From an optimization exercise on the open Yosys and OpenROAD flow, aimed at small area; shortcuts taken in it are not production practice. RTL that was checked went through simulation tests only; none was proved equivalent to the original. Only the layout flow was run in run 5; the RTL was not checked for function there. Power is estimated from default activity; no workload was simulated.

### flow/config.mk
export PLATFORM = sky130hd
export DESIGN_NAME = ats_timer_array
export DESIGN_NICKNAME = ats_timer_array
export VERILOG_FILES = /design/flow/design.v
export SDC_FILE = /design/flow/constraint.sdc
export NUM_CORES = 8
export LEC_CHECK = 0
export ABC_AREA = 1
export CAP_MARGIN = 20
export CORE_MARGIN = 2
export CORE_UTILIZATION = 55
export CTS_BUF_LIST = sky130_fd_sc_hd__clkbuf_8
export CTS_CLUSTER_DIAMETER = 50
export CTS_CLUSTER_SIZE = 12
export PLACE_DENSITY = 0.7
export SLEW_MARGIN = 20
export TNS_END_PERCENT = 20
### flow/constraint.sdc
create_clock -name core_clock -period 9.0 [get_ports {clk}]
set_input_delay 1.8000 -clock core_clock [delete_from_list [all_inputs] [get_ports {clk}]]
set_output_delay 1.8000 -clock core_clock [all_outputs]
set_load 0.01 [all_outputs]
### flow/design.v
module ats_timer_array #(
    parameter int unsigned NUM_CLOCKS = 16,
    parameter int unsigned NUM_ALARMS = 24,
    parameter int unsigned CNT_W      = 16,
    parameter int unsigned PULSE_LEN  = 2
) (
    input  logic                  clk,
    input  logic                  reset,
    input  logic                  cmd_valid,
    output logic                  cmd_ready,
    input  logic [31:0]           cmd_data,
    output logic                  rsp_valid,
    output logic                  rsp_ack,
    output logic [NUM_ALARMS-1:0] alarm_pulse,
    output logic [NUM_ALARMS-1:0] alarm_pending,
    input  logic [NUM_ALARMS-1:0] pend_clr,
    output logic                  irq
);
    localparam int NC = 16;
    localparam int NA = 24;
    localparam int W  = 16;
    localparam logic [2:0] OP_NOP     = 3'b000;
    localparam logic [2:0] OP_SET_CLK = 3'b001;
    localparam logic [2:0] OP_CLK_EN  = 3'b010;
    localparam logic [2:0] OP_MODE    = 3'b011;
    localparam logic [2:0] OP_SET_ALM = 3'b101;
    localparam logic [2:0] OP_SET_TMR = 3'b110;
    localparam logic [2:0] OP_ALM_EN  = 3'b111;
    logic [2:0]   pre;
    logic         active, clk_lock, alm_lock;
    logic [W-1:0] cnt   [NC];
    logic [1:0]   rate  [NC];
    logic [NC-1:0] clk_en;
    logic [W-1:0] dst  [NA];
    logic [3:0]   aclk  [NA];
    logic [NA-1:0] alm_en, alm_rep, pc;
    logic [NA-1:0] pend;          
    logic         wl_q;           
    logic         rst_q;          
    logic [W-1:0] xd;
    logic [2:0]   op;
    logic [3:0]   c_idx, ref_clk;
    logic [4:0]   a_idx;
    logic [W-1:0] cmd_val;
    logic         cmd_ok, cmd_acc, cmd_do;
    assign op      = cmd_data[31:29];
    assign c_idx   = cmd_data[28:25];
    assign a_idx   = cmd_data[28:24];
    assign ref_clk = cmd_data[19:16];
    assign cmd_val = cmd_data[W-1:0];
    assign cmd_acc = cmd_valid && cmd_ready;
    assign cmd_do  = cmd_acc && cmd_ok && !reset;
    logic a_idx_ok;
    assign a_idx_ok = (a_idx < 5'd24);
    always_comb begin
        case (op)
            OP_NOP, OP_MODE:       cmd_ok = 1'b1;
            OP_SET_CLK, OP_CLK_EN: cmd_ok = !clk_lock;
            OP_SET_TMR:            cmd_ok = a_idx_ok && !alm_lock && (cmd_val != '0);
            OP_SET_ALM, OP_ALM_EN: cmd_ok = a_idx_ok && !alm_lock;
            default:               cmd_ok = 1'b0;
        endcase
    end
    logic do_setclk, do_clken, do_mode, do_alm, do_almld;
    assign do_setclk = cmd_do && (op == OP_SET_CLK);
    assign do_clken  = cmd_do && (op == OP_CLK_EN);
    assign do_mode   = cmd_do && (op == OP_MODE);
    assign do_alm    = cmd_do && op[2];
    assign do_almld  = do_alm && (op[1:0] != 2'b11);
    logic [2:0]    pre_d;
    logic          active_d;
    logic [3:0]    tick_d;
    logic [1:0]    rate_d [NC];
    logic [NC-1:0] clk_step, clk_set, en_d, step_d;
    assign pre_d    = reset ? 3'd0 : (active ? pre + 3'd1 : pre);
    assign active_d = reset || (do_mode ? cmd_data[28] : active);
    assign tick_d   = {&pre_d, &pre_d[1:0], pre_d[0], 1'b1};
    always_comb begin
        for (int c = 0; c < NC; c++) begin
            clk_set[c] = do_setclk && (c_idx == 4'(c));
            if (reset) begin
                rate_d[c] = '0;
                en_d[c]   = 1'b0;
            end else if (clk_set[c]) begin
                rate_d[c] = cmd_data[23:22];
                en_d[c]   = 1'b1;
            end else begin
                rate_d[c] = rate[c];
                en_d[c]   = (do_clken && (c_idx == 4'(c))) ? cmd_data[23] : clk_en[c];
            end
            step_d[c] = active_d && en_d[c] && tick_d[rate_d[c]];
        end
    end
    logic [3:0]   msel;
    logic [W-1:0] mcnt, sub_b, x, xr;
    logic         x_cin;
    assign msel  = op[2] ? ref_clk : c_idx;
    always_comb begin
        mcnt = '0;
        for (int c = 0; c < NC; c++)
            if (msel == 4'(c)) mcnt = cnt[c];
    end
    assign sub_b = (op[2:1] == 2'b11) ? '0 : mcnt;
    assign x_cin = !clk_step[msel];
    assign x     = cmd_val + ~sub_b + W'(x_cin);
    assign xr    = reset ? '0 : (op[2] ? x : ~x);
    logic [NA-1:0] fire, wr;
    logic [W-1:0]  xdn;
    assign xdn = ~xd;
    for (genvar i = 0; i < NA; i++) begin : g_alm
        logic         nst, ld, pw, pa, zero;
        logic [3:0]   aclk_d;
        logic [W-1:0] sum;
        assign aclk_d = reset ? 4'd0 :
                        (wr[i] && (op[1:0] != 2'b11)) ? ref_clk : aclk[i];
        assign pw    = wl_q && pend[i];
        assign pa    = pend[i];
        assign ld    = do_setclk && (aclk[i] == c_idx);
        assign wr[i] = do_alm && (a_idx == 5'(i));
        ats_timer_array_dsum u_sum (
            .d(dst[i]), .xdn(xdn), .pw(pw), .pa(pa), .nst(nst), .sum(sum),
            .zero(zero)
        );
        assign fire[i] = alm_en[i] && !nst && !ld && !wr[i] && zero;
        always_ff @(posedge clk) begin
            dst[i]  <= sum;
            aclk[i] <= aclk_d;
            nst     <= !step_d[aclk_d];
            if (reset) begin
                alm_en[i]  <= 1'b0;
                alm_rep[i] <= 1'b0;
            end else if (wr[i]) begin
                if (op[1:0] != 2'b11) begin
                    alm_en[i]  <= 1'b1;
                    alm_rep[i] <= !op[1] && cmd_data[23];
                end else begin
                    alm_en[i]  <= cmd_data[23];
                end
            end else if (fire[i] && !alm_rep[i]) begin
                alm_en[i] <= 1'b0;
            end
            pc[i]          <= !reset && fire[i];
            pend[i]        <= reset || ld || (do_almld && (a_idx == 5'(i)));
            alarm_pulse[i] <= !reset && (fire[i] || (pc[i] && !wr[i]));
            if (reset)              alarm_pending[i] <= 1'b0;
            else if (fire[i])       alarm_pending[i] <= 1'b1;
            else if (pend_clr[i])   alarm_pending[i] <= 1'b0;
        end
    end
    logic [W-1:0] valr;
    assign valr = reset ? '0 : cmd_val;
    for (genvar c = 0; c < NC; c++) begin : g_clk
        logic [W-1:0] cnt_d;
        ats_timer_array_cnext u_next (
            .cnt(cnt[c]), .step(clk_step[c]), .ld(reset || clk_set[c]),
            .val(valr), .nxt(cnt_d)
        );
        always_ff @(posedge clk) begin
            cnt[c]      <= cnt_d;
            rate[c]     <= rate_d[c];
            clk_en[c]   <= en_d[c];
            clk_step[c] <= step_d[c];
        end
    end
    always_ff @(posedge clk) begin
        pre    <= pre_d;
        active <= active_d;
        if (reset) begin
            clk_lock  <= 1'b0;
            alm_lock  <= 1'b0;
            rsp_valid <= 1'b0;
            rsp_ack   <= 1'b0;
        end else begin
            rsp_valid <= cmd_acc;
            rsp_ack   <= cmd_acc && cmd_ok;
            if (do_mode) begin
                clk_lock <= cmd_data[27];
                alm_lock <= cmd_data[26];
            end
        end
        rst_q  <= reset;
        wl_q   <= reset || do_almld;
        xd     <= xr;
    end
    assign irq       = |alarm_pending;
    assign cmd_ready = !rst_q;
endmodule
module ats_timer_array_dsum (
    input  logic [15:0] d,
    input  logic [15:0] xdn,
    input  logic        pw,
    input  logic        pa,
    input  logic        nst,
    output logic [15:0] sum,
    output logic        zero
);
    logic [16:0] cy;
    logic [15:0] opa, opb;
    assign cy[0] = nst;
    for (genvar b = 0; b < 16; b++) begin : g_fa
        assign opa[b]  = d[b] || pw;
        assign opb[b]  = !(xdn[b] && pa);
        assign sum[b]  = opa[b] ^ opb[b] ^ cy[b];
        assign cy[b+1] = (opa[b] & opb[b]) | (cy[b] & (opa[b] ^ opb[b]));
    end
    assign zero = (sum == '0);
endmodule
module ats_timer_array_cnext (
    input  logic [15:0] cnt,
    input  logic        step,
    input  logic        ld,
    input  logic [15:0] val,
    output logic [15:0] nxt
);
    logic [16:0] ic;
    assign ic[0] = step;
    for (genvar b = 0; b < 16; b++) begin : g_inc
        assign nxt[b]   = ld ? val[b] : (cnt[b] ^ ic[b]);
        assign ic[b+1]  = cnt[b] & ic[b];
    end
endmodule
### flow/flow/run.sh
#!/bin/bash
# Layout flow:
#  1. the standard synthesis, run on the design with the RTL bodies of the
#     two arithmetic helper modules (ats_timer_array_dsum, _cnext) replaced by
#     the cell-level versions in cells.v (same ports, same function; they hold
#     no registers, so the registers are those of the standard synthesis);
#  2. the rest of the combinational logic re-mapped for area by ABC (registers,
#     adder cells, tie cells and the helper modules' cells are kept as they are),
#     with a few ABC scripts, keeping the smallest result;
#  3. the standard layout from floorplan on, with the clock tree built from
#     clkbuf_8 without dummy loads.
set -euo pipefail
here=$(pwd)
fl=$here/flow
res=$here/orfs/results/$FLOW_PLATFORM/ats_timer_array/base
lib=$FLOW_HOME/platforms/$FLOW_PLATFORM/lib/sky130_fd_sc_hd__tt_025C_1v80.lib

python3 $fl/swap.py $FLOW_DESIGN $fl/cells.v $here/design_cells.v > swap.log 2>&1
bash standard.sh VERILOG_FILES=$here/design_cells.v synth > synth.log 2>&1

cp $res/1_2_yosys.v $here/1_2_yosys.standard.v
outs=""
for s in $fl/remap_*.abc; do
  n=$(basename $s .abc)
  REMAP_IN=$here/1_2_yosys.standard.v REMAP_OUT=$here/1_2_yosys.$n.v \
  REMAP_LIB=$lib REMAP_TOP=$FLOW_TOP REMAP_DONT_USE="$(cat $fl/dont_use.txt)" \
  REMAP_SCRIPT=$s REMAP_KEEP='*u_*' REMAP_KEEP_CELLS=$fl/keep_cells.v \
    yosys -c $fl/remap.tcl > $n.log 2>&1 &
  outs="$outs $here/1_2_yosys.$n.v"
done
wait
best=$(python3 $fl/pick.py $outs 2> pick.log)
echo "picked $best" >> pick.log
cp $best $res/1_2_yosys.v
rm -f $res/1_synth.odb $res/1_synth.sdc

bash standard.sh VERILOG_FILES=$here/design_cells.v \
  "CTS_ARGS=-sink_clustering_enable -repair_clock_nets -sink_clustering_size 16 -sink_clustering_max_diameter 70 -buf_list sky130_fd_sc_hd__clkbuf_8 -dont_use_dummy_load" \
  "BUFFER_PORTS_ARGS=-buffer_cell sky130_fd_sc_hd__buf_1" \
  finish > layout.log 2>&1
### flow/flow/cells.v
// Cell-level versions of the two arithmetic helper modules of the RTL, used in
// place of their RTL bodies by run.sh. Same ports and function.
module ats_timer_array_dsum (d, xdn, pw, pa, nst, sum, zero);
  input [15:0] d;
  input [15:0] xdn;
  input pw;
  input pa;
  input nst;
  output [15:0] sum;
  output zero;
  wire [16:0] cy;
  wire za, zb, zc, zd, zlo;
  wire [15:0] opa, opb;
  assign cy[0] = nst;
  genvar b;
  generate for (b = 0; b < 16; b = b + 1) begin : g_fa
    sky130_fd_sc_hd__or2_0   u_a  (.A(d[b]), .B(pw), .X(opa[b]));
    sky130_fd_sc_hd__nand2_1 u_b  (.A(xdn[b]), .B(pa), .Y(opb[b]));
    sky130_fd_sc_hd__fa_1    u_fa (.A(opa[b]), .B(opb[b]), .CIN(cy[b]), .COUT(cy[b+1]), .SUM(sum[b]));
  end endgenerate
  // zero: the late (high) sum bits enter at the last gates
  sky130_fd_sc_hd__nor4_1 u_za (.A(sum[0]), .B(sum[1]), .C(sum[2]), .D(sum[3]), .Y(za));
  sky130_fd_sc_hd__nor4_1 u_zb (.A(sum[4]), .B(sum[5]), .C(sum[6]), .D(sum[7]), .Y(zb));
  sky130_fd_sc_hd__nor4_1 u_zc (.A(sum[8]), .B(sum[9]), .C(sum[10]), .D(sum[11]), .Y(zc));
  sky130_fd_sc_hd__nor4_1 u_zd (.A(sum[15]), .B(sum[14]), .C(sum[13]), .D(sum[12]), .Y(zd));
  sky130_fd_sc_hd__and3_1 u_zl (.A(za), .B(zb), .C(zc), .X(zlo));
  sky130_fd_sc_hd__and2_0 u_z  (.A(zd), .B(zlo), .X(zero));
endmodule

module ats_timer_array_cnext (cnt, step, ld, val, nxt);
  input [15:0] cnt;
  input step;
  input ld;
  input [15:0] val;
  output [15:0] nxt;
  wire [16:0] ic;
  wire [15:0] s;
  wire nld;
  assign ic[0] = step;
  sky130_fd_sc_hd__clkinv_1 u_nld (.A(ld), .Y(nld));
  genvar b;
  generate for (b = 0; b < 16; b = b + 1) begin : g_inc
    if (b < 15) begin : g_ha
      sky130_fd_sc_hd__ha_1  u_ha (.A(cnt[b]), .B(ic[b]), .COUT(ic[b+1]), .SUM(s[b]));
    end else begin : g_x
      sky130_fd_sc_hd__xor2_1 u_x (.A(cnt[b]), .B(ic[b]), .X(s[b]));
    end
    sky130_fd_sc_hd__a22o_1 u_mx (.A1(ld), .A2(val[b]), .B1(nld), .B2(s[b]), .X(nxt[b]));
  end endgenerate
endmodule
### flow/flow/dont_use.txt
sky130_fd_sc_hd__probe_p_8 sky130_fd_sc_hd__probec_p_8 sky130_fd_sc_hd__lpflow_bleeder_1 sky130_fd_sc_hd__lpflow_clkbufkapwr_1 sky130_fd_sc_hd__lpflow_clkbufkapwr_16 sky130_fd_sc_hd__lpflow_clkbufkapwr_2 sky130_fd_sc_hd__lpflow_clkbufkapwr_4 sky130_fd_sc_hd__lpflow_clkbufkapwr_8 sky130_fd_sc_hd__lpflow_clkinvkapwr_1 sky130_fd_sc_hd__lpflow_clkinvkapwr_16 sky130_fd_sc_hd__lpflow_clkinvkapwr_2 sky130_fd_sc_hd__lpflow_clkinvkapwr_4 sky130_fd_sc_hd__lpflow_clkinvkapwr_8 sky130_fd_sc_hd__lpflow_decapkapwr_12 sky130_fd_sc_hd__lpflow_decapkapwr_3 sky130_fd_sc_hd__lpflow_decapkapwr_4 sky130_fd_sc_hd__lpflow_decapkapwr_6 sky130_fd_sc_hd__lpflow_decapkapwr_8 sky130_fd_sc_hd__lpflow_inputiso0n_1 sky130_fd_sc_hd__lpflow_inputiso0p_1 sky130_fd_sc_hd__lpflow_inputiso1n_1 sky130_fd_sc_hd__lpflow_inputiso1p_1 sky130_fd_sc_hd__lpflow_inputisolatch_1 sky130_fd_sc_hd__lpflow_isobufsrc_1 sky130_fd_sc_hd__lpflow_isobufsrc_16 sky130_fd_sc_hd__lpflow_isobufsrc_2 sky130_fd_sc_hd__lpflow_isobufsrc_4 sky130_fd_sc_hd__lpflow_isobufsrc_8 sky130_fd_sc_hd__lpflow_isobufsrckapwr_16 sky130_fd_sc_hd__lpflow_lsbuf_lh_hl_isowell_tap_1 sky130_fd_sc_hd__lpflow_lsbuf_lh_hl_isowell_tap_2 sky130_fd_sc_hd__lpflow_lsbuf_lh_hl_isowell_tap_4 sky130_fd_sc_hd__lpflow_lsbuf_lh_isowell_4 sky130_fd_sc_hd__lpflow_lsbuf_lh_isowell_tap_1 sky130_fd_sc_hd__lpflow_lsbuf_lh_isowell_tap_2 sky130_fd_sc_hd__lpflow_lsbuf_lh_isowell_tap_4 sky130_fd_sc_hd__fill_1 sky130_fd_sc_hd__fill_2 sky130_fd_sc_hd__fill_4 sky130_fd_sc_hd__fill_8
### flow/flow/keep_cells.v
(* blackbox *) module KEEP_or2_0 (A, B, X); input A, B; output X; endmodule
(* blackbox *) module KEEP_nand2_1 (A, B, Y); input A, B; output Y; endmodule
(* blackbox *) module KEEP_clkinv_1 (A, Y); input A; output Y; endmodule
(* blackbox *) module KEEP_a22o_1 (A1, A2, B1, B2, X); input A1, A2, B1, B2; output X; endmodule
(* blackbox *) module KEEP_nor4_1 (A, B, C, D, Y); input A, B, C, D; output Y; endmodule
(* blackbox *) module KEEP_and3_1 (A, B, C, X); input A, B, C; output X; endmodule
(* blackbox *) module KEEP_and2_0 (A, B, X); input A, B; output X; endmodule
(* blackbox *) module KEEP_xor2_1 (A, B, X); input A, B; output X; endmodule
### flow/flow/pick.py
# Print the remapped netlist (of those given) with the smallest cell area.
import re, sys
best = None
for v in sys.argv[1:]:
    try:
        a = float(re.search(r'Chip area for module .*?: ([\d.]+)', open(v + '.stat').read()).group(1))
    except Exception:
        continue
    print('%s %.1f' % (v, a), file=sys.stderr)
    if best is None or a < best[0]:
        best = (a, v)
print(best[1])
### flow/flow/remap.tcl
# Re-map the combinational logic of a mapped netlist; registers, adders and
# tie cells are kept as they are (same instances, same names), and so are the
# cells of the instances matching REMAP_KEEP (the cell-level helper modules).
# env: REMAP_IN, REMAP_OUT, REMAP_LIB, REMAP_DONT_USE, REMAP_SCRIPT
yosys -import
set lib $::env(REMAP_LIB)
read_liberty -ignore_miss_func $lib
blackbox sky130_fd_sc_hd__df* sky130_fd_sc_hd__edf* sky130_fd_sc_hd__sdf* sky130_fd_sc_hd__dl* sky130_fd_sc_hd__sedf* sky130_fd_sc_hd__conb* sky130_fd_sc_hd__fa_* sky130_fd_sc_hd__ha_*
read_verilog $::env(REMAP_IN)
hierarchy -top $::env(REMAP_TOP)
if {[info exists ::env(REMAP_KEEP)]} {
  read_verilog $::env(REMAP_KEEP_CELLS)
  foreach c {or2_0 nand2_1 clkinv_1 a22o_1 nor4_1 and3_1 and2_0 xor2_1} {
    chtype -map sky130_fd_sc_hd__$c KEEP_$c c:$::env(REMAP_KEEP)
  }
}
flatten
opt_clean
set du {}
foreach c $::env(REMAP_DONT_USE) { lappend du -dont_use $c }
abc -liberty $lib {*}$du -script $::env(REMAP_SCRIPT)
opt_clean -purge
if {[info exists ::env(REMAP_KEEP)]} {
  foreach c {or2_0 nand2_1 clkinv_1 a22o_1 nor4_1 and3_1 and2_0 xor2_1} {
    chtype -map KEEP_$c sky130_fd_sc_hd__$c
  }
}
splitnets
opt_clean -purge
hilomap -singleton -hicell sky130_fd_sc_hd__conb_1 HI -locell sky130_fd_sc_hd__conb_1 LO
insbuf -buf sky130_fd_sc_hd__buf_4 A X
opt_clean -purge
tee -o $::env(REMAP_OUT).stat stat -liberty $lib
write_verilog -noattr -nohex -nodec $::env(REMAP_OUT)
### flow/flow/remap_n4.abc
strash
rewrite
refactor
balance
dch -f
amap
strash
dch -f
amap
strash
dch -f
amap
topo
### flow/flow/remap_p3.abc
strash
ifraig
dch -f
amap
strash
dch -f
amap
strash
dch -f
amap
strash
dch -f
amap
topo
### flow/flow/remap_p6.abc
strash
&get -n
&fraig -x
&put
dch -f
amap
strash
dch -f
amap
topo
### flow/flow/remap_q1.abc
strash
ifraig
dch -f
amap
strash
dch -f
amap
strash
dch -f
amap
strash
dch -f
amap
strash
dch -f
amap
strash
dch -f
amap
strash
dch -f
amap
topo
### flow/flow/remap_q3.abc
strash
ifraig
dc2
dch -f
amap
strash
dch -f
amap
strash
dch -f
amap
strash
dch -f
amap
strash
dch -f
amap
strash
dch -f
amap
strash
dch -f
amap
topo
### flow/flow/swap.py
# Replace the RTL bodies of the modules defined in cells.v by their cell-level versions.
import re, sys
design, cells, out = sys.argv[1:4]
t = open(design).read()
c = open(cells).read()
for name in re.findall(r'^module\s+(\w+)', c, re.M):
    t, n = re.subn(r'^module\s+%s\b.*?^endmodule\b' % name, '', t, flags=re.M | re.S)
    assert n == 1, name
open(out, 'w').write(t + '\n' + c)
### flow/standard.sh
#!/bin/bash
# synth_recipe.tcl (not shown) runs the flow's synth.tcl, then flattens the netlist and writes it again
# the make line also repeats each setting of config.mk as NAME=value (left out here)
make -C /OpenROAD-flow-scripts/flow DESIGN_CONFIG=/design/flow/config.mk WORK_HOME=/design/flow/orfs CLKGATE_MAP_FILE= SYNTH_SCRIPT=/design/flow/synth_recipe.tcl "${@:-finish}"
==> metrics.yaml, run 1 <==
run_status:
  status: "timing/DRC/antenna clean"
power:
  p_sw_share_pct: 33.79
  p_int_uw: 7969
  power.density_nw_per_um2: 227.9
  leakage_uw: 0.02028
  power_frac_comb_pct: 33.9
  pwr-share-seq_pct: 47.8
  pwr-share-clk_pct: 18.2
  finalPower_uw: 12040
  vdd_drop_max_mv: 0.1657
  power_switching_uw: 4067
synth:
  syn-mean-instance-area_um2: 10.33
  synth_area_um2: 48620
  yosys_warnings: 11
  syn_nets: 5407
  syn_inst: 4707
global_route:
  grt_max_degree: 72
  grt_overflow: 0
  grt_pass1_vias: 37620
  grt_usage_pct: 32.35
  grt_pass1_wl_um: 225800
  antenna_found_initial: 3
sta:
  slew_headroom_pct: 25.89
  slew_viol_final: 0
  setup_viol: 0
  fin_crit_sh_pct: 97.22
  layout_min_cycle_time_ps: 8749
  tightest_slew_ps: 1110
  hold_slack_ps: 457.9
  hold_violations: 0
  fin_worst_skew_ps: 63.21
  max_freq_ghz: 0.1143
clocking:
  cts_setup_buffers: 0
  cts_inserted_buffers: 74
  cts_tree: "done"
  clock_latency_ps: 730
  cts_sinks: 994
  h-tree-depth: 3
  cts_root_buf: "clkbuf_8"
  ctsLongestPathBuffers: 3
  clk_pin_slew_ps: 100
  postCtsHoldBufs: 0
floorplan:
  ios: 111
  dieWidth_um: 301.3
  die_y_um: 301.3
  initial_core_util_pct: 55.27
  num_rows: 109
  coreArea_um2: 87970
  die_area_um2: 90780
placement:
  place_congestion: 0.9194
  port_buffers: 108
  hpwlAfterDp_um: 101100
routing:
  drt-pass1-iter-count: 10
  drc: 0
  dr_total_vias: 39070
  routed_wl_um: 147100
  vias_per_cell: 6.336
  drt_iter0_markers: 4171
  ant_nets: 0
  wl_per_cell_um: 23.86
critical_path:
  cp-start-kind: "register"
  cpLargestDelayFamily: "adder cells"
  crit_arrival_ps: 9400
  critPathCapture: "alarm_pulse[22]"
  worstSetupPathDepth: 25
  crit_path_max_incr_delay_ps: 590
  reg2reg_slack_ps: 250
  required_ps: 9650
  slowest_stage: "or4_1"
  startpoint: "wl_q"
  rr_startpoint: "wl_q"
  path_common_cell: "fa_1"
  r2r_cells: 25
  path_class: "reg2reg"
  path_max_fanout: 7
  critPathBufInv: 1
  timing.rr.end: "alarm_pulse[22]"
  worstSetupEndpointType: "register"
layout:
  post-route-util_pct: 60.03
  nets: 5702
  syn_to_final_growth_pct: 8.614
  layout-drive-gt1-share_pct: 5.300
job:
  drv_cap: 0
worst_hold_path:
  hp-class: "reg2reg"
==> worst min-delay path by stage <==
stage           startpoint        endpoint  slack [ps]  cells after the start
6_report             pc[5]  alarm_pulse[5]         460                      2
5_1_grt              pc[5]  alarm_pulse[5]         480                      2
4_1_cts        alm_rep[16]     alm_rep[16]         460                      2
3_5_place_dp   alm_rep[19]     alm_rep[19]         440                      2
3_3_place_gp         pc[9]  alarm_pulse[9]         430                      2
2_1_floorplan  alm_rep[16]     alm_rep[16]         420                      2
==> metrics by stage <==
stage / setup slack, ps / setup TNS, ps / instances / cell area, µm²
floorplan: 544.2 / 0 / 4707 / 48680
global route: -18.91 / -18.91 / 6166 / 52800
CTS: 103.9 / 0 / 6165 / 52720
detailed placement: 16.46 / 0 / 6091 / 51700
finish: 250.5 / 0 / 6166 / 52800
global placement: 197.7 / 0 / 6091 / 51700
==> cell type report <==
| class | count | area [µm²] |
|---|---|---|
| timing repair buffer | 243 | 1476 |
| clock buffer | 74 | 1018 |
| inverter | 233 | 888.4 |
| sequential | 994 | 19900 |
| fill | 7583 | 35160 |
| tap | 1165 | 1458 |
| antenna | 1 | 2.502 |
| multi-input combinational | 3456 | 28060 |
==> state kept, by name, summed over array words and instances (netlist names), 24 cells and up <==
name and flops:
dst 384, cnt 256, aclk 96, rate 32
alarm_pending 24, alarm_pulse 24, alm_en 24, alm_rep 24
g_alm.nst 24, pc 24, pend 24
==> power by group through the flow <==
stage / combinational, µW / clock (µW) / sequential, µW
floorplan: 2870 / 0 / 5760
global placement: 3840 / 0 / 5810
detailed placement: 4020 / 0 / 5860
CTS: 4050 / 2220 / 5760
global route: 4690 / 2370 / 5860
finish: 4090 / 2190 / 5760
==> timing repair <==
action	in CTS	in global routing
pin swaps	0	1
setup endpoints to repair	1	28
gates resized for setup	1	16
==> metal layers <==
| layer | up-vias | part of all wire (%) | global-route usage, % | routed length (µm) |
|---|---|---|---|---|
| met2 | 1925 | 44 | 49.09 | 64520 |
| li1 | 17720 | - | - | - |
| met1 | 19080 | 41 | 45.41 | 60810 |
| met4 | 2 | 4.1 | 12.09 | 6032 |
| met5 | - | 0.0095 | 0 | 14 |
| met3 | 352 | 11 | 6.959 | 15710 |
==> cell usage in the layout (no fill, tap or decap), types with 8 or more instances in the layout <==
cell type  instances
a2111oi_0          8
a2111oi_4         11
a211oi_1          20
a21oi_1          136
a221oi_1          85
a222oi_1          37
a22o_1           267
a22oi_1           36
a31o_1            31
a31oi_1           20
a32o_1            11
and2_0            22
and3_1            24
buf_1            104
buf_4            131
clkbuf_8          74
clkinv_1         230
dfxtp_1          993
fa_1             386
ha_1             255
nand2_1          556
nand3_1           38
nand4_1           18
nor2_1           294
nor2_2            12
nor2b_1           28
nor3_1            18
nor4_1           116
o21a_1            21
o21ai_0          132
o221ai_1          84
o22a_1            16
o22ai_1          223
o31ai_1           13
or2_0            406
or3_1             37
xor2_1            16
==> worst min-delay path: cells and delay by family (launching register included) <==
kind	cells	cell delay, ps
flops	1	310
compound gates	1	70
buf+inv	1	30
==> run 2: changes to the inputs <==
--- a/flow/config.mk
+++ b/flow/config.mk
@@ -12,6 +12,6 @@
 export CTS_BUF_LIST = sky130_fd_sc_hd__clkbuf_8
 export CTS_CLUSTER_DIAMETER = 50
 export CTS_CLUSTER_SIZE = 12
+export GPL_TIMING_DRIVEN = 0
 export PLACE_DENSITY = 0.7
 export SLEW_MARGIN = 20
-export TNS_END_PERCENT = 20
==> run 2 against run 1 <==
Still clean on timing, DRC and antenna. Worst setup slack lost 79 ps. Utilization rose by 0.87 points. Sequential cell count stayed put. Hold slack better by 5.2 ps. First-iteration DRC count decreased by 8.1%. Clock skew is 16 ps higher. Final area grew 1.4%. Critical path depth is 1 higher. Via count hardly changed. Largest power group unchanged.
==> metrics.yaml, run 2 <==
power:
  p_int_uw: 8005
  p_sw_share_pct: 33.80
  pwr-share-seq_pct: 47.8
  power_switching_uw: 4087
  power.density_nw_per_um2: 225.7
  power_frac_comb_pct: 34.2
  vdd_drop_max_mv: 0.1682
  leakage_uw: 0.02055
  pwr-share-clk_pct: 18.0
placement:
  place_congestion: 0.8844
  port_buffers: 108
  hpwlAfterDp_um: 104000
  dp.cells: 6065
sta:
  hold_violations: 0
  fin_worst_skew_ps: 79.62
  hold_slack_ps: 463.1
  rsz0062_at_grt: "yes"
  layout_min_cycle_time_ps: 8828
  fin_crit_sh_pct: 98.09
  setup_viol: 0
  slew_headroom_pct: 26.51
  max_freq_ghz: 0.1133
  tightest_slew_ps: 1096
  slew_viol_final: 0
critical_path:
  slowest_stage: "or4_4"
  crit_arrival_ps: 9450
  timing.rr.end: "alarm_pulse[9]"
  cp-start-kind: "register"
  required_ps: 9620
  path_class: "reg2reg"
  rr_startpoint: "wl_q"
  r2r_cells: 26
  path_common_cell: "fa_1"
  path_max_fanout: 16
  crit_path_max_incr_delay_ps: 530
  reg2reg_slack_ps: 170
  worstSetupEndpointType: "register"
synth:
  yosys_warnings: 11
  syn-mean-instance-area_um2: 10.33
  synth_area_um2: 48620
  syn_nets: 5407
  syn_inst: 4707
layout:
  nets: 5682
  layout_common_cells: "dfxtp_1, nand2_1, or2_0, fa_1, nor2_1"
  layout_commonest_cell: "dfxtp_1"
  reg_top3: "dst: 384 flops, cnt: 256 flops, aclk: 96 flops"
  layout-drive-gt1-share_pct: 7.008
  layout.cells.non_filler: 6147
  largest_reg_flops: 384
  top_register: "dst"
  fillers: 7409
  syn_to_final_growth_pct: 10.18
worst_hold_path:
  worst_hold_path.endpoint: "alm_rep[5]"
  hold_start: "alm_rep[5]"
  hp-class: "reg2reg"
  min_path_cells: 2
global_route:
  grt_pass1_vias: 38070
  antenna_found_initial: 4
  grt_overflow: 0
  grt_pass1_wl_um: 226000
  grt_usage_pct: 32.19
  grt_max_degree: 93
clocking:
  ctsLongestPathBuffers: 3
  cts_inserted_buffers: 73
  postCtsHoldBufs: 0
  h-tree-depth: 3
  cts_tree: "done"
  clock_latency_ps: 750
  cts_root_buf: "clkbuf_8"
  clk_pin_slew_ps: 110
  cts_sinks: 994
routing:
  ant_nets: 0
  vias_per_cell: 6.355
  wl_per_cell_um: 23.88
  drt_iter0_markers: 3834
  drc: 0
  routed_wl_um: 146800
  dr_total_vias: 39060
  drt-pass1-iter-count: 8
floorplan:
  coreArea_um2: 87970
  dieWidth_um: 301.3
  die_y_um: 301.3
  die_area_um2: 90780
  num_rows: 109
  ios: 111
  initial_core_util_pct: 55.27
run_status:
  status: "timing/DRC/antenna clean"
job:
  drv_cap: 0
[run 2: worst max-delay path, delay by kind of cell, from the launching register on]
kind | cells | cell delay [ps]
buffers and inverters | 2 | 270
AOI/OAI and AO/OA | 1 | 120
and+or+nand+nor | 7 | 1500
adders and majority gates | 16 | 6390
DFF | 1 | 440
[run 2: power groups by stage]
stage                     registers [µW]  clock network, µW  logic, µW
after floorplan                     5760                  0       2870
after global placement              5820                  0       3770
after detailed placement            5870                  0       4030
after CTS                           5780               2210       4070
after global routing                5880               2360       4730
final                               5780               2180       4140
[run 2: routing by layer]
metal	wire, µm	part of all wire (%)	GRT usage (%)
met5	13	0.0089	0
met4	6704	4.6	12.45
met3	14470	9.9	6.354
met2	64370	44	49.16
met1	61260	42	45.13
[run 2: worst max path at each step]
| stage | from | endpoint |
|---|---|---|
| 5_1_grt | wl_q | alarm_pulse[4] |
| 3_3_place_gp | reset | g_alm[6].nst |
| 6_report | wl_q | alarm_pulse[9] |
| 3_5_place_dp | cmd_data[31] | xd[14] |
| 2_1_floorplan | wl_q | alarm_pulse[9] |
| 4_1_cts | wl_q | alarm_pulse[13] |
[run 2: area by class of cell]
type | instances | area (µm²) | share of cell area, %
repair inverters | 2 | 20.02 | 0.03737
inverters | 233 | 934.6 | 1.745
plain buffers | 24 | 180.2 | 0.3364
diodes | 2 | 5.005 | 0.009343
flip-flops and latches | 994 | 19920 | 37.19
well taps | 1165 | 1458 | 2.721
repair buffers | 198 | 1717 | 3.205
clock buffers | 73 | 1005 | 1.876
multi-input cells | 3456 | 28320 | 52.88
[run 2: repair_timing]
action	in CTS	in global routing
setup buffers	0	5
gates resized for setup	25	83
pin swaps	0	12
gates cloned	1	1
setup endpoints to repair	78	63
[run 2: stage by stage]
step	utilization [%]	total power [µW]	TNS (ps)	setup WS [ps]	area, µm²
floorplan	-	8629	0	544.2	48680
global placement	57.46	9590	-4722970	-12460	50550
detailed placement	59.31	9904	-27190	-1884	52180
CTS	60.55	12060	0	1.114	53260
global route	60.89	12960	-164.7	-66.29	53560
finish	60.89	12090	0	171.9	53570
==> run 3: changes to the inputs <==
--- a/flow/config.mk
+++ b/flow/config.mk
@@ -12,6 +12,5 @@
 export CTS_BUF_LIST = sky130_fd_sc_hd__clkbuf_8
 export CTS_CLUSTER_DIAMETER = 50
 export CTS_CLUSTER_SIZE = 12
-export GPL_TIMING_DRIVEN = 0
 export PLACE_DENSITY = 0.7
 export SLEW_MARGIN = 20
==> run 3 against run 2 <==
Sequential share of layout area up 0.50 points. Critical path depth decreased by 1. Synthesized area is the same. Critical path type unchanged.
==> metrics.yaml, run 3 <==
clocking:
  cts_setup_buffers: 0
  cts_root_buf: "clkbuf_8"
  postCtsHoldBufs: 0
  clock_latency_ps: 730
  h-tree-depth: 3
  cts_inserted_buffers: 74
  ctsLongestPathBuffers: 3
  cts_sinks: 994
  clk_pin_slew_ps: 100
  cts_tree: "done"
floorplan:
  coreArea_um2: 87970
  die_y_um: 301.3
  initial_core_util_pct: 55.27
  dieWidth_um: 301.3
  ios: 111
  die_area_um2: 90780
  num_rows: 109
synth:
  yosys_warnings: 11
  syn_nets: 5407
  syn_inst: 4707
  synth_area_um2: 48620
  syn-mean-instance-area_um2: 10.33
run_status:
  status: "timing/DRC/antenna clean"
layout:
  syn_to_final_growth_pct: 8.614
  layout-drive-gt1-share_pct: 5.300
  layout_commonest_cell: "dfxtp_1"
  largest_reg_flops: 384
  top_register: "dst"
  nets: 5702
  reg_top3: "dst: 384 flops, cnt: 256 flops, aclk: 96 flops"
  layout_common_cells: "dfxtp_1, nand2_1, or2_0, fa_1, nor2_1"
sta:
  max_freq_ghz: 0.1143
  setup_viol: 0
  hold_violations: 0
  fin_worst_skew_ps: 63.21
  hold_slack_ps: 457.9
  layout_min_cycle_time_ps: 8749
  slew_viol_final: 0
  fin_crit_sh_pct: 97.22
  setup_tns_ps: 0
  tightest_slew_ps: 1110
  slew_headroom_pct: 25.89
critical_path:
  crit_arrival_ps: 9400
  path_class: "reg2reg"
  path_max_fanout: 7
  worstSetupEndpointType: "register"
  reg2reg_slack_ps: 250
  required_ps: 9650
  cp-start-kind: "register"
global_route:
  grt_max_degree: 72
  antenna_found_initial: 3
  grt_pass1_vias: 37620
  grt_pass1_wl_um: 225800
  grt_overflow: 0
  grt_usage_pct: 32.35
power:
  finalPower_uw: 12040
  leakage_uw: 0.02028
  power.density_nw_per_um2: 227.9
  vdd_drop_max_mv: 0.1657
routing:
  vias_per_cell: 6.336
  wl_per_cell_um: 23.86
  dr_total_vias: 39070
  ant_nets: 0
  routed_wl_um: 147100
  drt_iter0_markers: 4171
  drt-pass1-iter-count: 10
  drc: 0
job:
  drv_cap: 0
worst_hold_path:
  hp-class: "reg2reg"
placement:
  place_congestion: 0.9194
  hpwlAfterDp_um: 101100
  port_buffers: 108
[run 3: changes by cell type in the layout (fill, tap and decap cells not counted), sizes merged]
cell           before  now
clkinvlp            2    1
clkdlybuf4s15       1    0
clkinv            228  231
buf               220  239
diode               2    1
clkbuf             74   78
inv                 5    1
[run 3: layer usage]
| layer | global-route usage, % | part of all wire (%) | wire length, µm |
|---|---|---|---|
| met1 | 45.41 | 41 | 60810 |
| met2 | 49.09 | 44 | 64520 |
| met3 | 6.959 | 11 | 15710 |
| met4 | 12.09 | 4.1 | 6032 |
| met5 | 0 | 0.0095 | 14 |
[run 3: path summary, 6_finish.rpt]
kind	from	endpoint	cells past startpoint
worst max register to register	wl_q	alarm_pulse[22]	25
worst min-delay path	pc[5]	alarm_pulse[5]	2
worst min register to register	pc[5]	alarm_pulse[5]	2
worst max-delay path	wl_q	alarm_pulse[22]	25
[run 3: report_power, final]
part	internal [µW]	leakage (µW)	switching (µW)
clock network	741	0.000532	1450
logic	1730	0.0115	2350
registers	5490	0.00824	266
total	7970	0.0203	4070
[run 3: what timing repair did]
item | CTS | global route
setup endpoints to repair | 1 | 28
gates cloned | 0 | 0
resized for setup | 1 | 16
pin swaps | 0 | 1
[run 3: final cells by class]
class,count,area [µm²]
Fill cell,7583,35160
Tap cell,1165,1458
Antenna cell,1,2.502
Sequential cell,994,19900
Timing Repair Buffer,243,1476
Inverter,233,888.4
Multi-Input combinational cell,3456,28060
Clock buffer,74,1018
[run 3: per-stage QoR]
stage               setup slack [ps]  util [%]  instance area [µm²]  instances
global route                  -18.91     60.03                52800       6166
global placement               197.7     58.77                51700       6091
finish                         250.5     60.03                52800       6166
floorplan                      544.2         -                48680       4707
detailed placement             16.46     58.78                51700       6091
CTS                            103.9     59.94                52720       6165
[run 3: worst max-delay path: stages (launching register included)]
cell	delay (ps)
dfxtp_1	340
clkinv_4	140
nor2b_1	80
or2_0	230
fa_1	450
fa_1	410
fa_1	400
fa_1	400
fa_1	410
fa_1	390
fa_1	390
fa_1	390
fa_1	380
fa_1	390
fa_1	400
fa_1	390
fa_1	410
fa_1	390
fa_1	390
fa_1	470
nor4_2	290
and2_1	220
nand2_1	60
or4_1	590
nor2_1	160
a31o_1	110
==> run 4: changes to the inputs <==
--- a/flow/flow/run.sh
+++ b/flow/flow/run.sh
@@ -35,6 +35,6 @@
 rm -f $res/1_synth.odb $res/1_synth.sdc
 
 bash standard.sh VERILOG_FILES=$here/design_cells.v \
-  "CTS_ARGS=-sink_clustering_enable -repair_clock_nets -sink_clustering_size 16 -sink_clustering_max_diameter 70 -buf_list sky130_fd_sc_hd__clkbuf_8 -dont_use_dummy_load" \
+  "CTS_ARGS=-sink_clustering_enable -repair_clock_nets -sink_clustering_size 16 -sink_clustering_max_diameter 60 -buf_list sky130_fd_sc_hd__clkbuf_8 -dont_use_dummy_load" \
   "BUFFER_PORTS_ARGS=-buffer_cell sky130_fd_sc_hd__buf_1" \
   finish > layout.log 2>&1
==> run 4 against run 3 <==
Synthesized area unchanged. Count of clock-buffer cells in the layout up 14. Die area unchanged. Still clean. Critical endpoint is now alm_en[22]. Global-route usage about the same. Total power up 1.3%. Sequential share of layout area down 0.19 points. Worst setup slack worse by 29 ps.
==> metrics.yaml, run 4 <==
critical_path:
  worstSetupPathDepth: 25
  r2r_cells: 25
  cp-start-kind: "register"
  slowest_stage: "or4_1"
  cpLargestDelayFamily: "adder cells"
  path_common_cell: "fa_1"
  required_ps: 9610
  path_class: "reg2reg"
  reg2reg_slack_ps: 220
  worstSetupEndpointType: "register"
  path_max_fanout: 5
  critPathBufInv: 2
  crit_arrival_ps: 9390
  crit_path_max_incr_delay_ps: 600
placement:
  port_buffers: 108
  place_congestion: 0.9194
  hpwlAfterDp_um: 101100
  pre_cts_slack_ps: 16.46
clocking:
  ctsLongestPathBuffers: 3
  h-tree-depth: 3
  clock_latency_ps: 760
  cts_sinks: 994
  cts_tree: "done"
  cts_inserted_buffers: 88
  cts_root_buf: "clkbuf_8"
  clk_pin_slew_ps: 100
sta:
  setup_tns_ps: 0
  fin_crit_sh_pct: 97.53
  max_freq_ghz: 0.1139
  slew_headroom_pct: 24.96
  setup_viol: 0
  slew_viol_final: 0
  hold_violations: 0
  layout_min_cycle_time_ps: 8778
  fin_ws_ps: 221.9
  tightest_slew_ps: 1124
  fin_worst_skew_ps: 75.46
routing:
  drt_iter0_markers: 4331
  wl_per_cell_um: 23.79
  routed_wl_um: 147200
  dr_total_vias: 39250
  drt-pass1-iter-count: 9
  ant_nets: 0
  drc: 0
  vias_per_cell: 6.342
floorplan:
  initial_core_util_pct: 55.27
  die_area_um2: 90780
  num_rows: 109
  die_y_um: 301.3
  dieWidth_um: 301.3
  ios: 111
  coreArea_um2: 87970
layout:
  syn_to_final_growth_pct: 9.155
  layout_commonest_cell: "dfxtp_1"
  largest_reg_flops: 384
  top_register: "dst"
  layout_common_cells: "dfxtp_1, nand2_1, or2_0, fa_1, nor2_1"
  reg_top3: "dst: 384 flops, cnt: 256 flops, aclk: 96 flops"
  nets: 5723
  layout-drive-gt1-share_pct: 5.736
synth:
  syn_inst: 4707
  synth_area_um2: 48620
  syn-mean-instance-area_um2: 10.33
  syn_nets: 5407
  yosys_warnings: 11
global_route:
  grt_max_degree: 72
  antenna_found_initial: 3
  grt_pass1_vias: 37860
  grt_usage_pct: 32.38
  grt_overflow: 0
  grt_pass1_wl_um: 225900
job:
  drv_cap: 0
power:
  power.density_nw_per_um2: 229.7
  leakage_uw: 0.02042
  vdd_drop_max_mv: 0.1616
worst_hold_path:
  min_path_cells: 2
  hp-class: "reg2reg"
run_status:
  status: "timing/DRC/antenna clean"
[run 4: final cells by class]
class                   instances  area (µm²)
diodes                          2       5.005
multi-input cells            3456       28070
inverters                     233       883.3
well taps                    1165        1458
flip-flops and latches        994       19900
clock buffers                  88        1211
fillers                      7567       34900
repair buffers                250        1541
[run 4: per-stage QoR]
| step | utilization, % | instance area (µm²) | power (µW) | hold WS (ps) | instances |
|---|---|---|---|---|---|
| 2_1_floorplan | - | 48680 | 8629 | 419.9 | 4707 |
| 3_3_place_gp | 58.77 | 51700 | 9652 | 431.2 | 6091 |
| 3_5_place_dp | 58.78 | 51700 | 9873 | 438.9 | 6091 |
| 4_1_cts | 60.15 | 52910 | 12190 | 431.0 | 6179 |
| 5_1_grt | 60.32 | 53060 | 13080 | 446.2 | 6187 |
| 6_report | 60.33 | 53070 | 12190 | 442.0 | 6188 |
[run 4: repair_timing]
item | 4_1_cts | 5_1_grt
hold buffers | 0 | 0
endpoints found under the setup margin | 0 | 43
resized for setup | 0 | 17
buffers inserted | 0 | 7
[run 4: per-layer routing]
metal	GRT usage, %	part of all wire [%]	vias up
met5	0	0.010	-
met4	12.01	4.4	2
met3	6.945	10	360
met2	49.24	44	1862
met1	45.41	42	19240
li1	-	-	17780
[run 4: worst reg2reg max path: cells and delay by family, from the launching register on]
family	cells	cell delay, ps
fa+ha+maj	16	6450
buf+inv	2	210
simple gates	6	1470
compound gates	1	210
flops	1	330
[run 4: final timing paths]
check,from,to
max,wl_q,alm_en[22]
min,pc[5],alarm_pulse[5]
max reg2reg,wl_q,alm_en[22]
min reg2reg,pc[5],alarm_pulse[5]
[run 4: power by group]
part	switching, µW	internal (µW)	leakage (µW)
sequential	265	5490	0.00824
combinational	2350	1740	0.0116
clock	1470	872	0.000633
==> run 5: changes to the inputs <==
--- a/flow/design.v
+++ b/flow/design.v
@@ -108,24 +108,24 @@
     logic [W-1:0]  xdn;
     assign xdn = ~xd;
     for (genvar i = 0; i < NA; i++) begin : g_alm
-        logic         nst, ld, pw, pa, zero;
+        logic         nst, ld, pw, pa, fe;
         logic [3:0]   aclk_d;
         logic [W-1:0] sum;
+        assign nst    = !clk_step[aclk[i]];
         assign aclk_d = reset ? 4'd0 :
                         (wr[i] && (op[1:0] != 2'b11)) ? ref_clk : aclk[i];
         assign pw    = wl_q && pend[i];
         assign pa    = pend[i];
         assign ld    = do_setclk && (aclk[i] == c_idx);
         assign wr[i] = do_alm && (a_idx == 5'(i));
+        assign fe = alm_en[i] && !nst && !ld && !wr[i];
         ats_timer_array_dsum u_sum (
-            .d(dst[i]), .xdn(xdn), .pw(pw), .pa(pa), .nst(nst), .sum(sum),
-            .zero(zero)
+            .d(dst[i]), .xdn(xdn), .pw(pw), .pa(pa), .nst(nst), .fe(fe),
+            .sum(sum), .fire(fire[i])
         );
-        assign fire[i] = alm_en[i] && !nst && !ld && !wr[i] && zero;
         always_ff @(posedge clk) begin
             dst[i]  <= sum;
             aclk[i] <= aclk_d;
-            nst     <= !step_d[aclk_d];
             if (reset) begin
                 alm_en[i]  <= 1'b0;
                 alm_rep[i] <= 1'b0;
@@ -191,8 +191,9 @@
     input  logic        pw,
     input  logic        pa,
     input  logic        nst,
+    input  logic        fe,
     output logic [15:0] sum,
-    output logic        zero
+    output logic        fire
 );
     logic [16:0] cy;
     logic [15:0] opa, opb;
@@ -203,7 +204,7 @@
         assign sum[b]  = opa[b] ^ opb[b] ^ cy[b];
         assign cy[b+1] = (opa[b] & opb[b]) | (cy[b] & (opa[b] ^ opb[b]));
     end
-    assign zero = (sum == '0);
+    assign fire = fe && (sum == '0);
 endmodule
 module ats_timer_array_cnext (
     input  logic [15:0] cnt,
--- a/flow/flow/run.sh
+++ b/flow/flow/run.sh
@@ -35,6 +35,6 @@
 rm -f $res/1_synth.odb $res/1_synth.sdc
 
 bash standard.sh VERILOG_FILES=$here/design_cells.v \
-  "CTS_ARGS=-sink_clustering_enable -repair_clock_nets -sink_clustering_size 16 -sink_clustering_max_diameter 60 -buf_list sky130_fd_sc_hd__clkbuf_8 -dont_use_dummy_load" \
+  "CTS_ARGS=-sink_clustering_enable -repair_clock_nets -sink_clustering_size 16 -sink_clustering_max_diameter 70 -buf_list sky130_fd_sc_hd__clkbuf_8 -dont_use_dummy_load" \
   "BUFFER_PORTS_ARGS=-buffer_cell sky130_fd_sc_hd__buf_1" \
   finish > layout.log 2>&1
--- a/flow/flow/cells.v
+++ b/flow/flow/cells.v
@@ -1,15 +1,16 @@
 // Cell-level versions of the two arithmetic helper modules of the RTL, used in
 // place of their RTL bodies by run.sh. Same ports and function.
-module ats_timer_array_dsum (d, xdn, pw, pa, nst, sum, zero);
+module ats_timer_array_dsum (d, xdn, pw, pa, nst, fe, sum, fire);
   input [15:0] d;
   input [15:0] xdn;
   input pw;
   input pa;
   input nst;
+  input fe;
   output [15:0] sum;
-  output zero;
+  output fire;
   wire [16:0] cy;
-  wire za, zb, zc, zd, zlo;
+  wire za, zb, zc, zd, zl;
   wire [15:0] opa, opb;
   assign cy[0] = nst;
   genvar b;
@@ -18,13 +19,13 @@
     sky130_fd_sc_hd__nand2_1 u_b  (.A(xdn[b]), .B(pa), .Y(opb[b]));
     sky130_fd_sc_hd__fa_1    u_fa (.A(opa[b]), .B(opb[b]), .CIN(cy[b]), .COUT(cy[b+1]), .SUM(sum[b]));
   end endgenerate
-  // zero: the late (high) sum bits enter at the last gates
+  // fire = fe && (sum == 0): the late (high) sum bits enter at the last gate
   sky130_fd_sc_hd__nor4_1 u_za (.A(sum[0]), .B(sum[1]), .C(sum[2]), .D(sum[3]), .Y(za));
   sky130_fd_sc_hd__nor4_1 u_zb (.A(sum[4]), .B(sum[5]), .C(sum[6]), .D(sum[7]), .Y(zb));
   sky130_fd_sc_hd__nor4_1 u_zc (.A(sum[8]), .B(sum[9]), .C(sum[10]), .D(sum[11]), .Y(zc));
   sky130_fd_sc_hd__nor4_1 u_zd (.A(sum[15]), .B(sum[14]), .C(sum[13]), .D(sum[12]), .Y(zd));
-  sky130_fd_sc_hd__and3_1 u_zl (.A(za), .B(zb), .C(zc), .X(zlo));
-  sky130_fd_sc_hd__and2_0 u_z  (.A(zd), .B(zlo), .X(zero));
+  sky130_fd_sc_hd__and4_1 u_zl (.A(za), .B(zb), .C(zc), .D(fe), .X(zl));
+  sky130_fd_sc_hd__and2_0 u_z  (.A(zd), .B(zl), .X(fire));
 endmodule
 
 module ats_timer_array_cnext (cnt, step, ld, val, nxt);
--- a/flow/flow/keep_cells.v
+++ b/flow/flow/keep_cells.v
@@ -6,3 +6,4 @@
 (* blackbox *) module KEEP_and3_1 (A, B, C, X); input A, B, C; output X; endmodule
 (* blackbox *) module KEEP_and2_0 (A, B, X); input A, B; output X; endmodule
 (* blackbox *) module KEEP_xor2_1 (A, B, X); input A, B; output X; endmodule
+(* blackbox *) module KEEP_and4_1 (A, B, C, D, X); input A, B, C, D; output X; endmodule
--- a/flow/flow/remap.tcl
+++ b/flow/flow/remap.tcl
@@ -10,7 +10,7 @@
 hierarchy -top $::env(REMAP_TOP)
 if {[info exists ::env(REMAP_KEEP)]} {
   read_verilog $::env(REMAP_KEEP_CELLS)
-  foreach c {or2_0 nand2_1 clkinv_1 a22o_1 nor4_1 and3_1 and2_0 xor2_1} {
+  foreach c {or2_0 nand2_1 clkinv_1 a22o_1 nor4_1 and3_1 and2_0 xor2_1 and4_1} {
     chtype -map sky130_fd_sc_hd__$c KEEP_$c c:$::env(REMAP_KEEP)
   }
 }
@@ -21,7 +21,7 @@
 abc -liberty $lib {*}$du -script $::env(REMAP_SCRIPT)
 opt_clean -purge
 if {[info exists ::env(REMAP_KEEP)]} {
-  foreach c {or2_0 nand2_1 clkinv_1 a22o_1 nor4_1 and3_1 and2_0 xor2_1} {
+  foreach c {or2_0 nand2_1 clkinv_1 a22o_1 nor4_1 and3_1 and2_0 xor2_1 and4_1} {
     chtype -map KEEP_$c sky130_fd_sc_hd__$c
   }
 }
==> run 5 against run 4 <==
Synthesized area is 0.34% lower. Critical endpoint is now alm_en[16]. Largest cell class unchanged. Via count is 0.20% higher. Sequential share of layout area is 0.92 points lower.
==> metrics.yaml, run 5 <==
layout:
  syn_to_final_growth_pct: 9.860
  largest_reg_flops: 384
  fillers: 7423
  layout-drive-gt1-share_pct: 7.421
  seqCellArea_um2: 19470
  top_register: "dst"
  reg_top3: "dst: 384 flops, cnt: 256 flops, aclk: 96 flops"
  nets: 5782
  layout_commonest_cell: "dfxtp_1"
  post-route-util_pct: 61.16
  layout_common_cells: "dfxtp_1, nand2_1, or2_0, fa_1, o22ai_1"
  multi_input_area_um2: 27890
clocking:
  postCtsHoldBufs: 0
  ctsLongestPathBuffers: 3
  cts_inserted_buffers: 73
  clock_latency_ps: 750
  cts_tree: "done"
  cts_sinks: 970
  cts_root_buf: "clkbuf_8"
  h-tree-depth: 3
  clk_pin_slew_ps: 100
floorplan:
  coreArea_um2: 87020
  ios: 111
  num_rows: 108
  dieWidth_um: 300.8
  die_area_um2: 90480
  die_y_um: 300.8
  initial_core_util_pct: 55.67
routing:
  drt_iter0_markers: 3986
  routed_wl_um: 146000
  wl_per_cell_um: 23.41
  drc: 0
  dr_total_vias: 39330
  drt-pass1-iter-count: 9
  vias_per_cell: 6.306
  ant_nets: 0
global_route:
  grt_pass1_wl_um: 226200
  antenna_found_initial: 4
  grt_overflow: 0
  grt_usage_pct: 32.21
  grt_max_degree: 107
  grt_pass1_vias: 38400
sta:
  slew_viol_final: 0
  slew_headroom_pct: 23.14
  layout_min_cycle_time_ps: 8805
  fin_crit_sh_pct: 97.83
  hold_violations: 0
  setup_viol: 0
  fin_worst_skew_ps: 74.75
  tightest_slew_ps: 1146
  hold_slack_ps: 433.6
  rsz0062_at_grt: "yes"
  max_freq_ghz: 0.1136
power:
  vdd_drop_max_mv: 0.1549
  leakage_uw: 0.02038
  power.density_nw_per_um2: 225.5
worst_hold_path:
  hp-class: "reg2reg"
synth:
  synth_area_um2: 48450
  yosys_warnings: 11
  syn_inst: 4722
  syn-mean-instance-area_um2: 10.26
  syn_nets: 5422
critical_path:
  path_common_cell: "fa_1"
  path_class: "reg2reg"
  crit_arrival_ps: 9440
  worstSetupEndpointType: "register"
  path_max_fanout: 10
  reg2reg_slack_ps: 200
  slowest_stage: "fa_1"
  cp-start-kind: "register"
  required_ps: 9630
  crit_path_max_incr_delay_ps: 460
placement:
  port_buffers: 108
  hpwlAfterDp_um: 102200
  place_congestion: 0.9858
job:
  drv_cap: 0
run_status:
  status: "timing/DRC/antenna clean"
-- run 5: final timing paths --
kind	start	endpoint	depth (start not counted)
worst max-delay path	clk_step[12]	alm_en[16]	26
worst min-delay path	pc[23]	alarm_pulse[23]	2
worst max register to register	clk_step[12]	alm_en[16]	26
worst min register to register	pc[23]	alarm_pulse[23]	2
-- run 5: worst max-delay path: cells and delay by family (launching register included) --
kind,cells,cell delay [ps]
AO/OA/AOI/OAI,6,910
adder cells (fa/ha/maj),16,6460
buffers and inverters,2,350
flip-flops,1,430
AND/OR/NAND/NOR,2,550
-- run 5: stage by stage --
step	setup TNS, ps	instances	total power [µW]	setup slack (ps)	cell area [µm²]
floorplan	0	4722	8579	615.0	48450
global placement	-12.74	6155	9614	-12.74	51820
detailed placement	-619.4	6155	9830	-125.8	51820
CTS	0	6228	11980	18.31	52830
global route	-150.7	6236	12880	-71.29	53230
finish	0	6236	12000	195.1	53230
-- run 5: layer usage --
| layer | vias to the layer above | share of wire (%) | GRT usage (%) |
|---|---|---|---|
| met5 | - | 0.016 | 0 |
| met4 | 4 | 4.6 | 13.75 |
| met3 | 407 | 9.0 | 6.147 |
| met2 | 1804 | 44 | 49.39 |
| met1 | 19180 | 42 | 44.66 |
| li1 | 17930 | - | - |
-- run 5: power by group --
part	leakage [µW]	switching [µW]	internal (µW)
sequential	0.00806	268	5390
combinational	0.0118	2400	1790
clock	0.000525	1420	731
-- run 5: what timing repair did --
action	in CTS	in global routing
hold endpoints to repair	0	0
endpoints found under the setup margin	18	89
pin swaps	0	7
gates cloned	0	1
buffers inserted	0	6
resized for setup	5	101
-- run 5: cell type report --
cell class	instances	share of cell area, %
Clock buffer	73	1.888
Tap cell	1155	2.715
Sequential cell	970	36.58
Antenna cell	1	0.004701
Multi-Input combinational cell	3409	52.40
Inverter	319	2.320
Timing Repair Buffer	309	4.095
==> run 6: changes to the inputs <==
--- a/flow/design.v
+++ b/flow/design.v
@@ -111,7 +111,6 @@
         logic         nst, ld, pw, pa, fe;
         logic [3:0]   aclk_d;
         logic [W-1:0] sum;
-        assign nst    = !clk_step[aclk[i]];
         assign aclk_d = reset ? 4'd0 :
                         (wr[i] && (op[1:0] != 2'b11)) ? ref_clk : aclk[i];
         assign pw    = wl_q && pend[i];
@@ -126,6 +125,7 @@
         always_ff @(posedge clk) begin
             dst[i]  <= sum;
             aclk[i] <= aclk_d;
+            nst     <= !step_d[aclk_d];
             if (reset) begin
                 alm_en[i]  <= 1'b0;
                 alm_rep[i] <= 1'b0;
==> run 6 against run 5 <==
Utilization fell by 1.5 points. Fmax rose by 2.0%. Synthesized area is 0.51% higher. Total power is 0.13% lower. Count of clock-buffer cells in the layout is the same. Critical path depth unchanged. Register-to-register slack improved by 170 ps. Clock skew shrank 4.4 ps. Sequential share of layout area is 1.3 points higher.
==> metrics.yaml, run 6 <==
placement:
  postPlaceCellArea_um2: 51510
  hpwlAfterDp_um: 99420
  pre_cts_slack_ps: 306.2
  place_congestion: 0.9369
  dp.cells: 6054
  port_buffers: 108
global_route:
  grt_pass1_wl_um: 223100
  grt_pass1_vias: 37580
  grt_usage_pct: 31.93
  grt_max_degree: 74
  antenna_found_initial: 13
  grt_overflow: 0
critical_path:
  required_ps: 9600
  crit_path_max_incr_delay_ps: 460
  path_max_fanout: 14
  critPathBufInv: 3
  cp-start-kind: "register"
  path_class: "reg2reg"
  worstSetupEndpointType: "register"
  path_common_cell: "fa_1"
  cpLargestDelayFamily: "adder cells"
  crit_arrival_ps: 9240
  slowest_stage: "fa_1"
clocking:
  ctsLongestPathBuffers: 3
  cts_tree: "done"
  h-tree-depth: 3
  cts_sinks: 994
  cts_root_buf: "clkbuf_8"
  cts_setup_buffers: 0
  cts_inserted_buffers: 73
  postCtsHoldBufs: 0
  clk_pin_slew_ps: 100
  clock_latency_ps: 740
sta:
  fin_ws_ps: 366.7
  max_freq_ghz: 0.1158
  hold_violations: 0
  slew_headroom_pct: 20.17
  rsz0062_at_grt: "no"
  slew_viol_final: 0
  fin_worst_skew_ps: 70.31
  setup_tns_ps: 0
  setup_viol: 0
  layout_min_cycle_time_ps: 8633
  fin_crit_sh_pct: 95.93
  tightest_slew_ps: 1197
routing:
  wl_per_cell_um: 23.79
  routed_wl_um: 145900
  drc: 0
  drt_iter0_markers: 4224
  drt-pass1-iter-count: 8
  vias_per_cell: 6.342
  dr_total_vias: 38910
  ant_nets: 0
power:
  leakage_uw: 0.02017
  power.density_nw_per_um2: 228.0
  vdd_drop_max_mv: 0.1654
floorplan:
  ios: 111
  coreArea_um2: 88100
  die_area_um2: 90930
  dieWidth_um: 301.6
  initial_core_util_pct: 55.27
  die_y_um: 301.6
  num_rows: 109
job:
  drv_cap: 0
synth:
  syn_inst: 4668
  synth_area_um2: 48700
  syn-mean-instance-area_um2: 10.43
  syn_nets: 5368
  yosys_warnings: 11
layout:
  reg_top3: "dst: 384 flops, cnt: 256 flops, aclk: 96 flops"
  top_register: "dst"
  layout-drive-gt1-share_pct: 4.938
  fin_area_um2: 52570
  post-route-util_pct: 59.67
  layout_common_cells: "dfxtp_1, nand2_1, or2_0, fa_1, clkinv_1"
  syn_to_final_growth_pct: 7.955
  nets: 5664
  largest_reg_flops: 384
  layout_commonest_cell: "dfxtp_1"
  layout.cells.non_filler: 6135
run_status:
  status: "timing/DRC/antenna clean"
worst_hold_path:
  hp-class: "reg2reg"
## run 6: cell type report
| type | count | area (µm²) |
|---|---|---|
| Tap cell | 1165 | 1458 |
| Multi-Input combinational cell | 3372 | 27670 |
| Timing Repair Buffer | 245 | 1466 |
| Fill cell | 7582 | 35530 |
| Clock buffer | 73 | 1005 |
| Inverter | 278 | 1047 |
| Antenna cell | 8 | 20.02 |
| Sequential cell | 994 | 19900 |
## run 6: where the power goes
part / internal, µW / switching, µW / total [µW]
sequential: 5490 / 263 / 5750
clock: 732 / 1450 / 2180
combinational: 1710 / 2340 / 4050
## run 6: metrics by stage
stage	hold slack (ps)	power [µW]
after global routing	453.3	12870
after detailed placement	418.3	9853
final	437.0	11990
after CTS	441.5	12010
after floorplan	403.2	8618
after global placement	409.0	9626
## run 6: per-layer routing
metal	track usage, %	vias to the layer above	wire (µm)
met3	6.635	418	13620
met5	0	-	40
met4	14.50	6	7771
met1	44.11	19050	60890
met2	48.32	1775	63620
li1	-	17660	-
## run 6: path summary, 6_finish.rpt
check / cells after the start / slack [ps] / to / start
worst max-delay path: 26 / 370 / alm_en[5] / wl_q
worst min-delay path: 1 / 440 / alarm_pulse[4] / pc[4]
worst max register to register: 26 / 370 / alm_en[5] / wl_q
worst min register to register: 1 / 440 / alarm_pulse[4] / pc[4]
## run 6: repair_timing
item | in CTS | in global routing
resized for setup | 0 | 2
setup endpoints to repair | 0 | 5
hold endpoints to repair | 0 | 0
==> run 7: changes to the inputs <==
--- a/flow/config.mk
+++ b/flow/config.mk
@@ -12,5 +12,5 @@
 export CTS_BUF_LIST = sky130_fd_sc_hd__clkbuf_8
 export CTS_CLUSTER_DIAMETER = 50
 export CTS_CLUSTER_SIZE = 12
-export PLACE_DENSITY = 0.7
+export PLACE_DENSITY = 0.62
 export SLEW_MARGIN = 20
==> run 7 against run 6 <==
Clock skew shrank 28 ps. Combinational power is essentially flat. Register-to-register slack is essentially flat. Non-clock buffer count shrank 6. Largest cell class unchanged.
==> metrics.yaml, run 7 <==
routing:
  drt-pass1-iter-count: 6
  wl_per_cell_um: 24.35
  routed_wl_um: 149100
  drt_iter0_markers: 3992
  vias_per_cell: 6.326
  drc: 0
  dr_total_vias: 38740
  ant_nets: 0
sta:
  fin_worst_skew_ps: 42.57
  rsz0062_at_grt: "no"
  hold_violations: 0
  max_freq_ghz: 0.1156
  setup_tns_ps: 0
  slew_headroom_pct: 18.48
  slew_viol_final: 0
  tightest_slew_ps: 1215
  setup_viol: 0
  layout_min_cycle_time_ps: 8648
  fin_crit_sh_pct: 96.08
run_status:
  status: "timing/DRC/antenna clean"
critical_path:
  required_ps: 9600
  r2r_cells: 25
  timing.rr.end: "alm_en[2]"
  worstSetupEndpointType: "register"
  cp-start-kind: "register"
  rr_startpoint: "wl_q"
  path_max_fanout: 24
  path_common_cell: "fa_1"
  crit_arrival_ps: 9250
  path_class: "reg2reg"
  crit_path_max_incr_delay_ps: 460
  reg2reg_slack_ps: 350
  slowest_stage: "fa_1"
  startpoint: "wl_q"
  critPathCapture: "alm_en[2]"
placement:
  place_congestion: 0.8942
  postPlaceCellArea_um2: 51510
  port_buffers: 108
  hpwlAfterDp_um: 101800
clocking:
  cts_root_buf: "clkbuf_8"
  cts_setup_buffers: 0
  clock_latency_ps: 740
  h-tree-depth: 3
  ctsLongestPathBuffers: 3
  cts_tree: "done"
  cts_inserted_buffers: 73
  clk_pin_slew_ps: 110
  postCtsResizedCells: 0
  cts_sinks: 994
  postCtsHoldBufs: 0
global_route:
  grt_pass1_wl_um: 228200
  antenna_found_initial: 13
  grt_usage_pct: 32.79
  grt_overflow: 0
  grt_pass1_vias: 37300
  grt_max_degree: 66
power:
  power.density_nw_per_um2: 227.7
  vdd_drop_max_mv: 0.1752
  leakage_uw: 0.02015
floorplan:
  num_rows: 109
  ios: 111
  die_y_um: 301.6
  die_area_um2: 90930
  dieWidth_um: 301.6
  initial_core_util_pct: 55.27
  coreArea_um2: 88100
layout:
  syn_to_final_growth_pct: 7.945
  fin_area_um2: 52560
  reg_top3: "dst: 384 flops, cnt: 256 flops, aclk: 96 flops"
  layout-drive-gt1-share_pct: 4.923
  layout_commonest_cell: "dfxtp_1"
  top_register: "dst"
  layout_common_cells: "dfxtp_1, nand2_1, or2_0, fa_1, clkinv_1"
  fillers: 7742
  seqCellArea_um2: 19900
  largest_reg_flops: 384
  nets: 5658
  multi_input_area_um2: 27700
synth:
  synth_area_um2: 48700
  syn-mean-instance-area_um2: 10.43
  syn_inst: 4668
  yosys_warnings: 11
  syn_nets: 5368
worst_hold_path:
  hp-class: "reg2reg"
job:
  drv_cap: 0
-- run 7: worst max-delay path: cells and delay by family (launching register included) --
kind	cells	cell delay, ps
AO/OA/AOI/OAI	2	270
adder cells (fa/ha/maj)	16	6460
buffers and inverters	3	470
flip-flops	1	320
AND/OR/NAND/NOR	4	980
-- run 7: layout make-up --
class	count	share of cell area, %
flip-flops and latches	994	37.86
inverters	278	1.995
clock buffers	73	1.911
diodes	3	0.01428
multi-input cells	3372	52.70
well taps	1165	2.773
repair buffers	239	2.747
-- run 7: stage by stage --
stage	std cells	hold WS (ps)	total power, µW	utilization, %	setup WS [ps]
5_1_grt	6123	452.5	12870	59.66	11.68
2_1_floorplan	4668	403.2	8618	-	862.5
3_5_place_dp	6048	415.8	9835	58.46	367.9
6_report	6124	436.3	11970	59.66	352.5
3_3_place_gp	6048	413.5	9678	58.46	401.9
4_1_cts	6121	442.4	12010	59.60	315.8
-- run 7: worst min path at each step --
stage	start	endpoint	slack (ps)	cells after the start
final	pc[6]	alarm_pulse[6]	440	1
after global routing	pc[16]	alarm_pulse[16]	450	1
after CTS	pc[6]	alarm_pulse[6]	440	1
after detailed placement	pc[7]	alarm_pulse[7]	420	1
after global placement	pc[7]	alarm_pulse[7]	410	1
after floorplan	pc[16]	alarm_pulse[16]	400	1
-- run 7: per-layer routing --
metal | part of all wire (%) | global-route usage (%) | wire length [µm] | up-vias
met4 | 3.7 | 10.50 | 5566 | 14
met5 | 0.060 | 0 | 90 | -
li1 | - | - | - | 17670
met2 | 44 | 50.86 | 66310 | 1551
met3 | 8.2 | 5.173 | 12300 | 301
met1 | 43 | 47.02 | 64830 | 19210
-- run 7: where the power goes --
part	switching [µW]	internal (µW)
Clock	1470	732
Combinational	2310	1710
Sequential	260	5490

## static timing again, ports no longer ideal
The results above use ideal ports. As a check the final layouts listed here were re-extracted and re-timed, cells and wires unchanged. Step 1 (the two cells are an assumption about what drives the block):
set clk [get_ports {clk}]
set_driving_cell -lib_cell sky130_fd_sc_hd__clkbuf_16 $clk
set_driving_cell -lib_cell sky130_fd_sc_hd__buf_2 [delete_from_list [all_inputs] $clk]
Step 2, shift: input delay + t, output delay - t, t = (earliest + latest rising clock arrival at the registers) / 2. This alone moves slack from input paths to output paths. Three values: no drivers, after step 1, after step 2; two values: the first two.
| run | t, ns | setup slack, ns | worst hold slack (ns) | clock arrival spread, ns |
|---|---|---|---|---|
| run 1 | 0.762 | 0.251 / 0.251 / 0.251 | 0.458 / 0.458 / 0.458 | 0.071 / 0.071 |
| run 2 | 0.766 | 0.172 / 0.172 / -0.236 | 0.463 / 0.463 / 0.463 | 0.101 / 0.101 |
| run 3 | 0.762 | 0.251 / 0.251 / 0.251 | 0.458 / 0.458 / 0.458 | 0.071 / 0.071 |
| run 4 | 0.794 | 0.222 / 0.222 / 0.222 | 0.442 / 0.442 / 0.442 | 0.091 / 0.091 |
| run 5 | 0.777 | 0.195 / 0.195 / 0.195 | 0.434 / 0.434 / 0.434 | 0.077 / 0.077 |
| run 6 | 0.774 | 0.367 / 0.367 / 0.367 | 0.437 / 0.437 / 0.437 | 0.084 / 0.084 |
| run 7 | 0.784 | 0.352 / 0.352 / 0.352 | 0.436 / 0.436 / 0.436 | 0.046 / 0.047 |
With both steps, setup timing fails in run 2, where it was met with ideal ports. The setup slack of run 2, which loses most, moves by 0.000 ns with the drivers and by -0.408 ns with both steps.
